Source: an optimization exercise on an open RTL-to-GDS flow (aim: small area, a short achievable clock period and few clock cycles per item). Production flows keep margins and buffers that such runs may drop.
In this exercise RTL edits were held to simulation tests only and were not proved equivalent to the original.
No activity file was given, so power comes from the tool's default toggle rates.

before:
// normalized_iir_section_filter
module normalized_iir_section_filter #(
   parameter int COEF_BITS      = 24,
   parameter int COEF_FRAC_BITS = 16
) (
   input  wire logic        clock,
   input  wire logic        reset,
   input  wire logic        req_valid,
   output logic             req_stall,
   input  wire logic [16:0] req_data,    
   output logic             rsp_valid,
   input  wire logic        rsp_stall,
   output logic [17:0]      rsp_data,    
   input  wire logic        csr_we,
   input  wire logic [2:0]  csr_index,
   input  wire logic [23:0] csr_wdata
);
For scale: roughly 5800 cells after synthesis, about 510 flip-flops, ~69 I/O pins.
Settings: LEC_CHECK=0, ABC_AREA=1, CAP_MARGIN=20, CORE_MARGIN=2, CORE_UTILIZATION=40, SETUP_SLACK_MARGIN=5, SLEW_MARGIN=20; clock period 9.0 ns.
run.sh (not shown) runs the stock make flow with config.mk's settings and CLKGATE_MAP_FILE= SYNTH_SCRIPT=/design/flow/synth_recipe.tcl, a recipe that flattens the netlist after the stock synthesis.
Testbench counts of before, summed over its fixed seeds: cycles 28,928, items 3,072.
## Diff of input files: after against before
-- flow/design.v --
<<< before, line 309
   wire [25:0]        rnew = g3 ? df3[25:0] : g2 ? df2[25:0] : g1 ? df1[25:0] : df0;
   wire [13:0]        lo_abs = inv1 ? (14'd0 - lq[13:0]) : lq[13:0];
   logic signed [25:0] a2x3;
   always_ff @(posedge clock) begin
      a2x3 <= 26'(c_a2) + (26'(c_a2) <<< 1);
   end
   function automatic logic [W-1:0] a2mul(input logic [1:0] e, input logic signed [23:0] a,
                                          input logic signed [25:0] a3);
      case (e)
         2'd0:    a2mul = '0;
         2'd1:    a2mul = W'(a);
         2'd2:    a2mul = W'(a) << 1;
         default: a2mul = W'(a3);
      endcase
>>> after, line 309
   wire [25:0]        rnew = g3 ? df3[25:0] : g2 ? df2[25:0] : g1 ? df1[25:0] : df0;
   wire [13:0]        lo_abs = inv1 ? (14'd0 - lq[13:0]) : lq[13:0];
   logic signed [23:0] a2s;
   logic signed [25:0] a3s;
   always_ff @(posedge clock) begin
      if (lst == 4'd1) begin
         a2s <= c_a2 ^ {24{~neg_n}};
         a3s <= (26'(c_a2) + (26'(c_a2) <<< 1)) ^ {26{~neg_n}};
      end
   end
   function automatic logic [W-1:0] a2mul(input logic [1:0] e, input logic signed [23:0] a,
                                          input logic signed [25:0] a3, input logic lsb);
      logic [W-1:0] ax;
      ax = W'(a);
      case (e)
         2'd0:    a2mul = '0;
         2'd1:    a2mul = ax;
         2'd2:    a2mul = {ax[W-2:0], lsb};
         default: a2mul = W'(a3);
      endcase
<<< before, line 328
   wire          neg_n = inv1 ^ a1s;
   wire          posy = ~negr;
   wire  [W-1:0] sgnm = {W{posy}};
   wire  [W-1:0] mm_n = ((lst == 4'd2) ? {W{1'b0}} : (mm << 2))
                        + (a2mul(e_q, c_a2, a2x3) ^ sgnm) + {{(W-1){1'b0}}, posy};
   wire [W-1:0] xm  = p_usem ? (mm << 2) : '0;
   wire [W-1:0] xe  = a2mul(e_q & {2{p_usem}}, c_a2, a2x3) ^ (sgnm & {W{p_usem}});
   wire         xci = p_usem & ~negr;
   logic [W-1:0] s1, c1, s2, c2;
   always_comb begin
      {s1, c1} = csa(ps, pcy, xm);
      {s2, c2} = csa(s1, c1 | {{(W-1){1'b0}}, xci}, xe);
   end
>>> after, line 334
   wire          neg_n = inv1 ^ a1s;
   wire          posy = ~negr;
   wire          e_nz = (e_q != 2'd0);
   wire          dm  = (lst >= 4'd2);
   wire          xon = dm | p_usem;
   wire [W-1:0]  xm  = ((dm && lst != 4'd2) || (!dm && p_usem)) ? (mm << 2) : '0;
   wire [W-1:0]  xe  = a2mul(e_q & {2{xon}}, a2s, a3s, posy);
   wire          xci = xon & posy & e_nz;
   logic [W-1:0] s1, c1, s2, c2;
   always_comb begin
      {s1, c1} = csa(ps & {W{~dm}}, pcy & {W{~dm}}, xm);
      {s2, c2} = csa(s1, c1 | {{(W-1){1'b0}}, xci}, xe);
   end
<<< before, line 345
         lq   <= acc[15:0];
         inv1 <= acc[W-1];
         cin  <= acc[W-1] & (acc[13:0] == 14'd0);
      end else if (lst != 4'd0) begin
         rr   <= rnew;
>>> after, line 351
         lq   <= acc[15:0];
         inv1 <= acc[W-1];
         cin  <= acc[W-1] & (((s2[13:0] ^ c2[13:0]) ^ {s2[12:0] | c2[12:0], 1'b0}) == 14'd0);
      end else if (lst != 4'd0) begin
         rr   <= rnew;
<<< before, line 360
         mm <= '0;
      end else if (lst >= 4'd2) begin
         mm <= mm_n;
      end
      if (lst == 4'd1) begin
>>> after, line 366
         mm <= '0;
      end else if (lst >= 4'd2) begin
         mm <= acc;
      end
      if (lst == 4'd1) begin
## What came out
before → after: total clock buffers created by CTS increased by 10% relative to the old numbers, final core utilization decreased by 1.0 points relative to the old numbers, combinational cell fraction of total power decreased by 0.8 points relative to the old numbers, largest net degree at the start of global routing increased by 8 relative to the old numbers, number of placed instances with taps included decreased by 5.6% relative to the old numbers.
before has a lower data arrival time at the worst-slack endpoint than after.
after against before: design area now sits lower; clock insertion delay at the later pin of the skew report now sits lower; number of cells on the worst reg-to-reg path now sits higher.
Of the two values seen for top routing layer in use, met4 was produced by after and met5 by before.
Taking before as the reference, in after number of clock buffers in the layout higher; part of the cycle the worst path needs higher; least setup slack across all paths after layout lower; final wirelength lower.
Testbench counts of after, summed over its fixed seeds: cycles 28,928, items 3,072.

========
Setup of north:
Another version of the RTL of normalized_iir_section_filter (not shown whole).
For scale: roughly 5,900 cells after synthesis, ~520 flip-flops, roughly 69 I/O pins, roughly 43,000 um^2 of cells after synthesis.
Settings: LEC_CHECK=0, ABC_AREA=1, CAP_MARGIN=20, CORE_MARGIN=2, CORE_UTILIZATION=40, SETUP_SLACK_MARGIN=5, SLEW_MARGIN=20; clock period 9.0 ns.
north ended with every stage complete and zero timing, DRC or antenna violations.
Testbench counts of north, summed over its fixed seeds: cycles 28,864, items 3,072.
What south does differently from north at the input level:
-- flow/design.v --
<<< north, line 101
      dz  <= (a1n == '0);
   end
   logic        stall_r, flush_pend;
   logic        pbusy, pdone, p_usem, p5, phl;
   logic [2:0]  pidx;
>>> south, line 101
      dz  <= (a1n == '0);
   end
   logic        xin_v, flush_pend;
   logic        pbusy, pdone, p_usem, p5, phl;
   logic [2:0]  pidx;
<<< north, line 107
   logic        pend;        
   logic        mval, mz;    
   logic signed [15:0] x0, x1, x2;
   logic signed [15:0] yh2;                 
   wire  signed [15:0] yh1 = rsp_data[17:2];    
   assign req_stall = stall_r;
   wire take    = req_valid & ~req_stall;
   wire take_x  = take & ~req_data[16];
>>> south, line 107
   logic        pend;        
   logic        mval, mz;    
   logic signed [15:0] xin, x0, x1, x2;
   logic signed [15:0] yh2;                 
   wire  signed [15:0] yh1 = rsp_data[17:2];    
   assign req_stall = xin_v | flush_pend;
   wire take    = req_valid & ~req_stall;
   wire take_x  = take & ~req_data[16];
<<< north, line 116
   wire commit  = pend & ~rsp_valid;
   wire fire_l0 = pdone & (lst == 4'd0) & (~pend | ~rsp_valid);
   wire p_start = take_x;
   wire idle    = ~pbusy & ~pdone & (lst == 4'd0) & ~pend & ~rsp_valid;
   wire fl_do   = flush_pend & idle;
   wire inflt   = (lst != 4'd0) | pend | pdone;
   wire p_last  = pbusy & phl & (pidx == (p5 ? 3'd4 : 3'd3));
   wire       fp_n    = take_fl | (flush_pend & ~fl_do);
   wire       pbusy_n = p_start | (pbusy & ~p_last);
   wire       pdone_n = p_last | (pdone & ~fire_l0);
   wire [3:0] lst_n   = fire_l0 ? 4'd1 : (lst == 4'd8) ? 4'd0 : (lst != 4'd0) ? lst + 4'd1 : 4'd0;
   wire       pend_n  = (lst == 4'd8) | (pend & ~commit);
   wire       rspv_n  = commit | (rsp_valid & rsp_stall);
   wire       rdy_n   = ~fp_n & ~pbusy_n & (~pdone_n | ((lst_n == 4'd0) & (~pend_n | ~rspv_n)));
   always_ff @(posedge clock) begin
      if (reset) begin
         stall_r    <= 1'b0;
         flush_pend <= 1'b0;
         pbusy      <= 1'b0;
>>> south, line 116
   wire commit  = pend & ~rsp_valid;
   wire fire_l0 = pdone & (lst == 4'd0) & (~pend | ~rsp_valid);
   wire p_start = xin_v & ~pbusy & (~pdone | fire_l0);
   wire idle    = ~pbusy & ~pdone & (lst == 4'd0) & ~pend & ~xin_v & ~rsp_valid;
   wire fl_do   = flush_pend & idle;
   wire inflt   = (lst != 4'd0) | pend | pdone;
   wire p_last  = pbusy & phl & (pidx == (p5 ? 3'd4 : 3'd3));
   always_ff @(posedge clock) begin
      if (reset) begin
         xin_v      <= 1'b0;
         flush_pend <= 1'b0;
         pbusy      <= 1'b0;
<<< north, line 140
         rsp_valid  <= 1'b0;
      end else begin
         stall_r    <= ~rdy_n;
         flush_pend <= fp_n;
         pbusy      <= pbusy_n;
         pdone      <= pdone_n;
         lst        <= lst_n;
         pend       <= pend_n;
         if (csr_we) mval <= 1'b0;
         else if (fire_l0) mval <= 1'b1;
         if (fl_do) mz <= 1'b1;
         else if (fire_l0) mz <= 1'b0;
         rsp_valid  <= rspv_n;
      end
   end
   always_ff @(posedge clock) begin
>>> south, line 133
         rsp_valid  <= 1'b0;
      end else begin
         if (take_x) xin_v <= 1'b1;
         else if (p_start) xin_v <= 1'b0;
         if (take_fl) flush_pend <= 1'b1;
         else if (fl_do) flush_pend <= 1'b0;
         if (p_start) pbusy <= 1'b1;
         else if (p_last) pbusy <= 1'b0;
         if (p_last) pdone <= 1'b1;
         else if (fire_l0) pdone <= 1'b0;
         if (fire_l0) lst <= 4'd1;
         else if (lst == 4'd8) lst <= 4'd0;
         else if (lst != 4'd0) lst <= lst + 4'd1;
         if (lst == 4'd8) pend <= 1'b1;
         else if (commit) pend <= 1'b0;
         if (csr_we) mval <= 1'b0;
         else if (fire_l0) mval <= 1'b1;
         if (fl_do) mz <= 1'b1;
         else if (fire_l0) mz <= 1'b0;
         rsp_valid <= commit | (rsp_valid & rsp_stall);
      end
   end
   always_ff @(posedge clock) begin
      if (take_x) xin <= req_data[15:0];
   end
   always_ff @(posedge clock) begin
<<< north, line 159
         x2 <= '0;
      end else if (p_start) begin
         x0 <= req_data[15:0];
         x1 <= x0;
         x2 <= x1;
>>> south, line 162
         x2 <= '0;
      end else if (p_start) begin
         x0 <= xin;
         x1 <= x0;
         x2 <= x1;
<<< north, line 200
      end
      case (n_idx)
         3'd0: begin nc_sel = c_b1; nv_sel = p_start ? 17'(signed'(req_data[15:0])) : 17'(x0); n_sub = 1'b0; end
         3'd1: begin nc_sel = c_b2; nv_sel = 17'(x1); n_sub = 1'b0; end
         3'd2: begin nc_sel = c_b3; nv_sel = 17'(x2); n_sub = 1'b0; end
>>> south, line 203
      end
      case (n_idx)
         3'd0: begin nc_sel = c_b1; nv_sel = p_start ? 17'(xin) : 17'(x0); n_sub = 1'b0; end
         3'd1: begin nc_sel = c_b2; nv_sel = 17'(x1); n_sub = 1'b0; end
         3'd2: begin nc_sel = c_b3; nv_sel = 17'(x2); n_sub = 1'b0; end
--- outcome ---
- Compared to north, south has largest fanout on the critical path 6 lower.
- Compared with north, south shows fraction of the yosys area taken by sequential cells higher by 1.1 points.
- Synthesized cell count was higher in the run labelled north.
- Looking only at final non-filler cell total, and setting everything else aside, the higher value of north and south goes to north.
- For cell area after technology mapping, south and north come out practically identical.
- south vs north, non-clock buffering overhead in the final layout went down by 1.7 points.
- On area of the placeable core, north and south are basically level.
- [south] routed length on met3 fell 960 um relative to north
Testbench counts of south, summed over its fixed seeds: cycles 28,928, items 3,072.

## what the ideal ports hide
The flow's constraints put no driver on any port. The routed layouts listed below were extracted and timed again, unchanged, in two steps.
Step 1 (the two cells are an assumption about what drives the block):
set clk [get_ports {clock}]
set_driving_cell -lib_cell sky130_fd_sc_hd__clkbuf_16 $clk
set_driving_cell -lib_cell sky130_fd_sc_hd__buf_2 [delete_from_list [all_inputs] $clk]
Step 2 also shifts input and output timing later by t, the mid clock arrival at the registers, as if the neighbouring blocks saw the same clock.
Slacks: ideal / step 1 / step 2; pairs: ideal / step 1.
run	shift t [ns]	slack for setup (ns)	latest minus earliest clock arrival (ns)	slew at the worst register clock pin (ns)
before	0.772	4.691 / 4.691 / 4.549	0.092 / 0.091	0.07 / 0.07
after	0.693	4.268 / 4.268 / 4.268	0.044 / 0.045	0.07 / 0.07
north	0.740	4.895 / 4.895 / 4.472	0.065 / 0.066	0.07 / 0.07
south	0.727	4.943 / 4.943 / 4.535	0.051 / 0.050	0.06 / 0.06
After both steps setup and hold are still met in every run listed. The setup slack of north, which loses most, moves by 0.000 ns with the drivers and by -0.423 ns with both steps.
